Context: an optimization exercise on an open-source flow, tuned for small area. The choices shown serve that exercise and are no tape-out recipe. In this exercise RTL edits were held to simulation tests only and were not proved equivalent to the original. Power figures rest on the tool's default switching activity, not on a simulated workload.

==> flow/design.v <==
package hdmi_dma_pkg;
    typedef enum logic [1:0] {
        IDLE    = 2'd0,
        ARMED   = 2'd1,
        CAPTURE = 2'd2,
        DONE    = 2'd3
    } dma_state_e;
    localparam int unsigned BYTES_PER_WORD = 4;
    localparam int unsigned WORDS_NUMBER_W = 30;
    function automatic logic [31:0] min(input logic [31:0] a, input logic [31:0] b);
        logic [31:0] r;
        if (a < b) begin
            r = a;
        end else begin
            r = b;
        end
        min = r;
    endfunction
endpackage
module hdmi_dma_word_fifo #(
    parameter  int unsigned DEPTH = 32,
    localparam int unsigned AW    = $clog2(DEPTH),
    localparam int unsigned CW    = AW + 1
) (
    input  logic          clk_sys,
    input  logic          rst_sys_n,
    input  logic          srst,
    input  logic          push,
    input  logic [31:0]   wdata,
    input  logic          pop,
    output logic [31:0]   rdata,
    output logic [CW-1:0] count
);
    logic [31:0]   mem_r [DEPTH];
    logic [AW-1:0] wr_ptr_r;
    logic [AW-1:0] rd_ptr_r;
    logic [CW-1:0] count_r;
    logic          do_push_s;
    logic          do_pop_s;
    assign do_push_s = push && (count_r != CW'(DEPTH));
    assign do_pop_s  = pop && (count_r != '0);
    assign rdata     = mem_r[rd_ptr_r];
    assign count     = count_r;
    always_ff @(posedge clk_sys) begin
        if (do_push_s) begin
            mem_r[wr_ptr_r] <= wdata;
        end
    end
    always_ff @(posedge clk_sys or negedge rst_sys_n) begin
        if (!rst_sys_n) begin
            wr_ptr_r <= '0;
            rd_ptr_r <= '0;
            count_r  <= '0;
        end else if (srst) begin
            wr_ptr_r <= '0;
            rd_ptr_r <= '0;
            count_r  <= '0;
        end else begin
            if (do_push_s) begin
                wr_ptr_r <= wr_ptr_r + AW'(1);
            end
            if (do_pop_s) begin
                rd_ptr_r <= rd_ptr_r + AW'(1);
            end
            case ({do_push_s, do_pop_s})
                2'b10:   count_r <= count_r + CW'(1);
                2'b01:   count_r <= count_r - CW'(1);
                default: count_r <= count_r;
            endcase
        end
    end
endmodule
module hdmi_frame_dma_ctrl
#(
    parameter int unsigned ADDR_WIDTH   = 32,
    parameter int unsigned BURST_LEN    = 16,
    parameter int unsigned BURSTCOUNT_W = 5,
    parameter int unsigned FIFO_DEPTH   = 32
) (
    input  logic                    clk_sys,
    input  logic                    rst_sys_n,
    input  logic                    cfg_enable,
    input  logic [ADDR_WIDTH-1:0]   cfg_start_addr,
    input  logic [29:0]             cfg_words_number,
    input  logic                    frame_sync,
    input  logic [31:0]             st_data,
    input  logic                    st_valid,
    output logic                    st_ready,
    output logic [ADDR_WIDTH-1:0]   avm_address,
    output logic                    avm_write,
    output logic [31:0]             avm_writedata,
    output logic [BURSTCOUNT_W-1:0] avm_burstcount,
    input  logic                    avm_waitrequest,
    output logic                    sts_busy,
    output logic                    sts_frame_done,
    output logic                    sts_overflow
);
    localparam int unsigned CW = $clog2(FIFO_DEPTH) + 1;
    hdmi_dma_pkg::dma_state_e              state_r;
    hdmi_dma_pkg::dma_state_e              state_next_s;
    logic [ADDR_WIDTH-1:0]   addr_q_r;
    logic [29:0]             acc_rem_r;
    logic [29:0]             acc_rem_next_s;
    logic [29:0]             wr_rem_r;
    logic [BURSTCOUNT_W-1:0] beats_left_r;
    logic                    abort_r;
    logic                    abort_next_s;
    logic                    latch_s;
    logic                    fifo_flush_s;
    logic                    push_s;
    logic                    pop_s;
    logic                    last_beat_s;
    logic                    launch_s;
    logic [31:0]             burst_len_s;
    logic [CW-1:0]           fifo_count_s;
    logic [CW-1:0]           fifo_count_next_s;
    logic [31:0]             fifo_rdata_s;
    logic                    st_ready_next_s;
    logic                    st_ready_r;
    logic                    avm_write_r;
    logic [ADDR_WIDTH-1:0]   avm_address_r;
    logic [BURSTCOUNT_W-1:0] avm_burstcount_r;
    logic                    sts_busy_r;
    logic                    sts_frame_done_r;
    logic                    sts_overflow_r;
    hdmi_dma_word_fifo #(
        .DEPTH (FIFO_DEPTH)
    ) u_word_fifo (
        .clk_sys   (clk_sys),
        .rst_sys_n (rst_sys_n),
        .srst      (fifo_flush_s),
        .push      (push_s),
        .wdata     (st_data),
        .pop       (pop_s),
        .rdata     (fifo_rdata_s),
        .count     (fifo_count_s)
    );
    assign push_s      = (state_r == hdmi_dma_pkg::CAPTURE) && !abort_r && (acc_rem_r != 30'd0)
                         && st_valid && st_ready_r;
    assign pop_s       = avm_write_r && !avm_waitrequest;
    assign last_beat_s = pop_s && (beats_left_r == BURSTCOUNT_W'(1));
    assign burst_len_s = hdmi_dma_pkg::min(32'(BURST_LEN), {2'b00, wr_rem_r});
    assign launch_s    = (state_r == hdmi_dma_pkg::CAPTURE) && !abort_r && cfg_enable && !avm_write_r
                         && (wr_rem_r != 30'd0) && (32'(fifo_count_s) >= burst_len_s);
    always_comb begin
        state_next_s = state_r;
        abort_next_s = 1'b0;
        latch_s      = 1'b0;
        fifo_flush_s = 1'b0;
        case (state_r)
            hdmi_dma_pkg::IDLE: begin
                if (cfg_enable) begin
                    state_next_s = hdmi_dma_pkg::ARMED;
                end else begin
                    state_next_s = hdmi_dma_pkg::IDLE;
                end
            end
            hdmi_dma_pkg::ARMED: begin
                if (!cfg_enable) begin
                    state_next_s = hdmi_dma_pkg::IDLE;
                end else if (frame_sync) begin
                    latch_s      = 1'b1;
                    state_next_s = (cfg_words_number == 30'd0) ? hdmi_dma_pkg::DONE : hdmi_dma_pkg::CAPTURE;
                end else begin
                    state_next_s = hdmi_dma_pkg::ARMED;
                end
            end
            hdmi_dma_pkg::CAPTURE: begin
                if (abort_r || !cfg_enable) begin
                    if (abort_r && !avm_write_r) begin
                        fifo_flush_s = 1'b1;
                        state_next_s = hdmi_dma_pkg::IDLE;
                    end else begin
                        abort_next_s = 1'b1;
                        state_next_s = hdmi_dma_pkg::CAPTURE;
                    end
                end else if ((wr_rem_r == 30'd0) && !avm_write_r) begin
                    state_next_s = hdmi_dma_pkg::DONE;
                end else begin
                    state_next_s = hdmi_dma_pkg::CAPTURE;
                end
            end
            hdmi_dma_pkg::DONE: begin
                if (frame_sync && cfg_enable) begin
                    latch_s      = 1'b1;
                    state_next_s = (cfg_words_number == 30'd0) ? hdmi_dma_pkg::DONE : hdmi_dma_pkg::CAPTURE;
                end else if (cfg_enable) begin
                    state_next_s = hdmi_dma_pkg::ARMED;
                end else begin
                    state_next_s = hdmi_dma_pkg::IDLE;
                end
            end
            default: begin
                state_next_s = hdmi_dma_pkg::IDLE;
            end
        endcase
    end
    always_comb begin
        acc_rem_next_s    = acc_rem_r;
        fifo_count_next_s = fifo_count_s;
        if (latch_s) begin
            acc_rem_next_s = cfg_words_number;
        end else if (push_s) begin
            acc_rem_next_s = acc_rem_r - 30'd1;
        end else begin
            acc_rem_next_s = acc_rem_r;
        end
        if (fifo_flush_s) begin
            fifo_count_next_s = '0;
        end else if (push_s && !pop_s) begin
            fifo_count_next_s = fifo_count_s + CW'(1);
        end else if (!push_s && pop_s) begin
            fifo_count_next_s = fifo_count_s - CW'(1);
        end else begin
            fifo_count_next_s = fifo_count_s;
        end
        st_ready_next_s = !((state_next_s == hdmi_dma_pkg::CAPTURE) && !abort_next_s
                            && (acc_rem_next_s != 30'd0)
                            && (fifo_count_next_s == CW'(FIFO_DEPTH)));
    end
    always_ff @(posedge clk_sys or negedge rst_sys_n) begin
        if (!rst_sys_n) begin
            state_r          <= hdmi_dma_pkg::IDLE;
            abort_r          <= 1'b0;
            acc_rem_r        <= 30'd0;
            st_ready_r       <= 1'b0;
            sts_busy_r       <= 1'b0;
            sts_frame_done_r <= 1'b0;
            sts_overflow_r   <= 1'b0;
        end else begin
            state_r          <= state_next_s;
            abort_r          <= abort_next_s;
            acc_rem_r        <= acc_rem_next_s;
            st_ready_r       <= st_ready_next_s;
            sts_busy_r       <= (state_next_s == hdmi_dma_pkg::CAPTURE) || (state_next_s == hdmi_dma_pkg::DONE);
            sts_frame_done_r <= (state_next_s == hdmi_dma_pkg::DONE);
            if (!cfg_enable) begin
                sts_overflow_r <= 1'b0;
            end else if ((state_r == hdmi_dma_pkg::CAPTURE) && frame_sync) begin
                sts_overflow_r <= 1'b1;
            end else begin
                sts_overflow_r <= sts_overflow_r;
            end
        end
    end
    always_ff @(posedge clk_sys or negedge rst_sys_n) begin
        if (!rst_sys_n) begin
            addr_q_r         <= '0;
            wr_rem_r         <= 30'd0;
            beats_left_r     <= '0;
            avm_write_r      <= 1'b0;
            avm_address_r    <= '0;
            avm_burstcount_r <= '0;
        end else begin
            if (latch_s) begin
                addr_q_r <= cfg_start_addr;
                wr_rem_r <= cfg_words_number;
            end else if (pop_s) begin
                wr_rem_r <= wr_rem_r - 30'd1;
                if (last_beat_s) begin
                    addr_q_r <= addr_q_r + (ADDR_WIDTH'(avm_burstcount_r) * ADDR_WIDTH'(hdmi_dma_pkg::BYTES_PER_WORD));
                end
            end
            if (launch_s) begin
                avm_write_r      <= 1'b1;
                avm_address_r    <= addr_q_r;
                avm_burstcount_r <= burst_len_s[BURSTCOUNT_W-1:0];
                beats_left_r     <= burst_len_s[BURSTCOUNT_W-1:0];
            end else if (pop_s) begin
                beats_left_r <= beats_left_r - BURSTCOUNT_W'(1);
                if (last_beat_s) begin
                    avm_write_r <= 1'b0;
                end
            end
        end
    end
    assign st_ready       = st_ready_r;
    assign avm_write      = avm_write_r;
    assign avm_address    = avm_address_r;
    assign avm_burstcount = avm_burstcount_r;
    assign avm_writedata  = avm_write_r ? fifo_rdata_s : 32'h0000_0000;
    assign sts_busy       = sts_busy_r;
    assign sts_frame_done = sts_frame_done_r;
    assign sts_overflow   = sts_overflow_r;
endmodule
==> flow/run.sh <==
#!/bin/bash
# synth_recipe.tcl (not shown) runs the flow's synth.tcl, then flattens the netlist and writes it again
# the make line also repeats each setting of config.mk as NAME=value (left out here)
make -C /OpenROAD-flow-scripts/flow DESIGN_CONFIG=/design/flow/config.mk WORK_HOME=/design/flow/orfs CLKGATE_MAP_FILE= SYNTH_SCRIPT=/design/flow/synth_recipe.tcl finish
==> flow/config.mk <==
export PLATFORM = sky130hd
export DESIGN_NAME = hdmi_frame_dma_ctrl
export DESIGN_NICKNAME = hdmi_frame_dma_ctrl
export VERILOG_FILES = /design/flow/design.v
export SDC_FILE = /design/flow/constraint.sdc
export NUM_CORES = 4
export LEC_CHECK = 0
export CAP_MARGIN = 20
export CORE_MARGIN = 2
export CORE_UTILIZATION = 40
export SLEW_MARGIN = 20
==> flow/constraint.sdc <==
create_clock -name core_clock -period 10.0 [get_ports {clk_sys}]
set_input_delay 2.0000 -clock core_clock [delete_from_list [all_inputs] [get_ports {clk_sys}]]
set_output_delay 2.0000 -clock core_clock [all_outputs]
set_load 0.01 [all_outputs]
==> run summary <==
## worst register-to-register path: cells and delay by family (launching register included)
family	cells	cell delay (ps)
AO/OA/AOI/OAI	6	1260
adder cells (fa/ha/maj)	1	250
buffers and inverters	1	360
flip-flops	1	420
multiplexers	1	450
AND/OR/NAND/NOR	7	2440
## power breakdown
group | internal (mW) | switching (mW) | total [mW]
Clock | 2.74 | 1.95 | 4.69
Combinational | 0.653 | 0.610 | 1.26
Sequential | 5.51 | 0.181 | 5.69
## through the flow
step | power [mW] | setup slack, ps
final | 11.64 | 3280
after global routing | 12.07 | 2989
after CTS | 11.77 | 3193
after detailed placement | 7.082 | 4002
after global placement | 7.046 | 3991
after floorplan | 6.658 | 4574
## cells by family after synthesis
logic type	synth area share
mux	0.1703
fa+ha+maj	0.006440
compound gates	0.02147
flops	0.7261
other cells	0.00007846
buf+inv	0.01272
xor+xnor	0.01503
simple gates	0.04786
## routing by layer
layer | global-route usage | part of all wire
met5 | 0 | 0.000091
met4 | 0.05357 | 0.025
met3 | 0.03450 | 0.065
met2 | 0.3329 | 0.50
met1 | 0.2700 | 0.41
## cells in the final DEF, fill, tap and decap left out, types with 19 or more instances in the layout
cell	n
inv_1	29
a31oi_1	20
dfrtp_1	152
nor2b_1	38
clkinv_1	29
nor3_1	26
bufinv_16	19
clkdlybuf4s50_1	156
nor2_1	93
mux2_4	31
edfxtp_1	1024
o21ai_0	41
nand2_1	92
xor2_1	37
clkinv_2	29
mux4_2	320
buf_4	46
clkbuf_16	121
xnor2_1	45
nor2_4	32
a21oi_1	52
ha_1	23
nand3_1	24
nor4_1	31
mux2i_1	42
## state kept, by name, indices dropped and copies added (netlist names), 6 cells and up
name / flops
u_word_fifo.count_r: 6
acc_rem_r: 30
wr_rem_r: 30
u_word_fifo.mem_r: 1024
addr_q_r: 32
avm_address_r: 32
## worst max path at each step
| stage | startpoint | to |
|---|---|---|
| 2_1_floorplan | st_valid | u_word_fifo.mem_r[15][0] |
| 3_3_place_gp | u_word_fifo.rd_ptr_r[0] | avm_writedata[25] |
| 3_5_place_dp | u_word_fifo.rd_ptr_r[0] | avm_writedata[25] |
| 4_1_cts | u_word_fifo.rd_ptr_r[0] | avm_writedata[25] |
| 5_1_grt | u_word_fifo.rd_ptr_r[0] | avm_writedata[25] |
| 6_report | u_word_fifo.rd_ptr_r[0] | avm_writedata[25] |
## cell type report
type	instances	share of cell area
Sequential cell	1182	0.6229
Multi-Input combinational cell	1116	0.2285
Clock buffer	137	0.05594
Timing Repair Buffer	222	0.03692
Tap cell	1536	0.03448
Clock inverter	93	0.01919
Inverter	29	0.001953
Antenna cell	3	0.0001347
==> out/results.ini <==
[routing]
via_count=24580
drc=0
drt-total-wl_mm=120.4
vias_per_cell=5.692
drt_iter0_drc=2214
firstDrtPassIters=5
wl_per_cell_um=27.88
final_antenna_net_count=0

[place]
dp_hpwl_mm=65.50
gp_congestion=0.8520
io_buffers=173
placedCellCount=4085
postPlaceCellArea_mm2=0.05163

[timing]
fin_setup_tns_ps=0
setup_viol=0
slew_headroom=0.2924
hold_viol=0
fin_skew_ps=83.05
tightest_slew_ps=1061
timing.final.crit_period_ps=6720
fmax_mhz=148.8
whs_ps=498.1
drv_slew=0
rsz0062_at_grt=no
finalCritPeriodShare=0.6720

[global_route]
grt_pass1_vias=25610
track_usage=0.1990
grt-ovfl-total=0
grt_pass1_wl_mm=177.6
grt_max_degree=113
antenna_found_initial=5

[final_layout]
finalNonFillerCells=4318
fin_area_mm2=0.05574
nets=2796
register_area_mm2=0.03472
final_util=0.4714
multi_input_area_mm2=0.01274
area_growth_pct=16.63
fill_cells=9729
drive_gt1_frac=0.2400

[synthesis]
syn_inst=2452
synth_edf_count=1024
ys_warn_count=2
synth_most_common_cell=edfxtp_1
postSynth.asyncResetShare=0.1337
synth.area.top_cells=edfxtp_1, mux4_2, dfrtp_1
ys_ff_latch=1182
ys_types=69
synth_fp_nets=2576
synth_common_cells=edfxtp_1, mux4_2, dfrtp_1, nor2_1, nand2_1
synth_top_area_cell=edfxtp_1
ys.flop_type=edfxtp_1
yosysSeqAreaShare=0.7261
yosysTopAreaCellShare=0.6434
synthesis.area_mm2=0.04779
avgSynthCellArea_um2=19.49

[setup_path]
critical-path-top-delay-family=multiplexers
critPathMaxStageDelay_ps=810
path_class=flop to output pin
worst-path-buf-inv=2
start_kind=flop
cpMostUsedCell=mux4_2
critPathCaptureType=output pin
path_max_fanout=112
r2r_cells=16
reg2reg_from=wr_rem_r[5]
critPathSlowestCell=dfrtp_4
required_ps=8000
r2r-end=avm_address_r[19]
cp.arrival_ps=4720
cp.depth=6
reg2reg_slack_ps=4730
crit_chain=buf_12 > mux4_2 > mux4_2 > mux2i_1 > nor2b_1 > clkdlybuf4s50_1

[floorplanning]
rows=126
io_pins=174
core-area_mm2=0.1182
die-area_mm2=0.1223
start_util=0.4042
die_h_um=349.7
chipWidth_um=349.7

[cts]
cts-buffers-inserted=121
clockBufferDepth=3
insertion_delay_ps=770
cts_sinks=1182
post_cts_buffers=0
cts_tree=built
cts.htree.levels=3
clockRootBuffer=clkbuf_16
clkTransAtPathRegs_ps=60
post_cts_resized=0
hold_buffers=0

[power]
peakVddDrop_mv=0.1621
leakagePower_nw=17.40
cellPowerDensity_mw_per_mm2=208.8

[min_path]
holdPathEnd=addr_q_r[0]
hold_start=addr_q_r[0]
hold_depth=2
hp-class=flop to flop

[outcome]
status=finished clean

[job]
maxCapViolCount=0

## static timing again, ports no longer ideal
The flow's constraints put no driver on any port. The routed layout listed below was extracted and timed again, unchanged, in two steps. Step 1: set_driving_cell puts a clkbuf_16 on clk_sys and a buf_2 on each other input, an assumption about the parent block. Step 2, shift: input delay + t, output delay - t, t = (earliest + latest rising clock arrival at the registers) / 2. This alone moves slack from input paths to output paths. Slacks: ideal ports / drivers / drivers and shift; pairs: ideal ports / drivers.
shift t [ns]: 0.794
slack for setup (ns): 3.280 / 3.209 / 4.003
slew at the worst register clock pin (ns): 0.07 / 0.07
cell pins on the clock port's net: 1
After both steps setup and hold are still met in this run. The setup slack of this run moves by -0.071 ns with the drivers and by +0.723 ns with both steps.
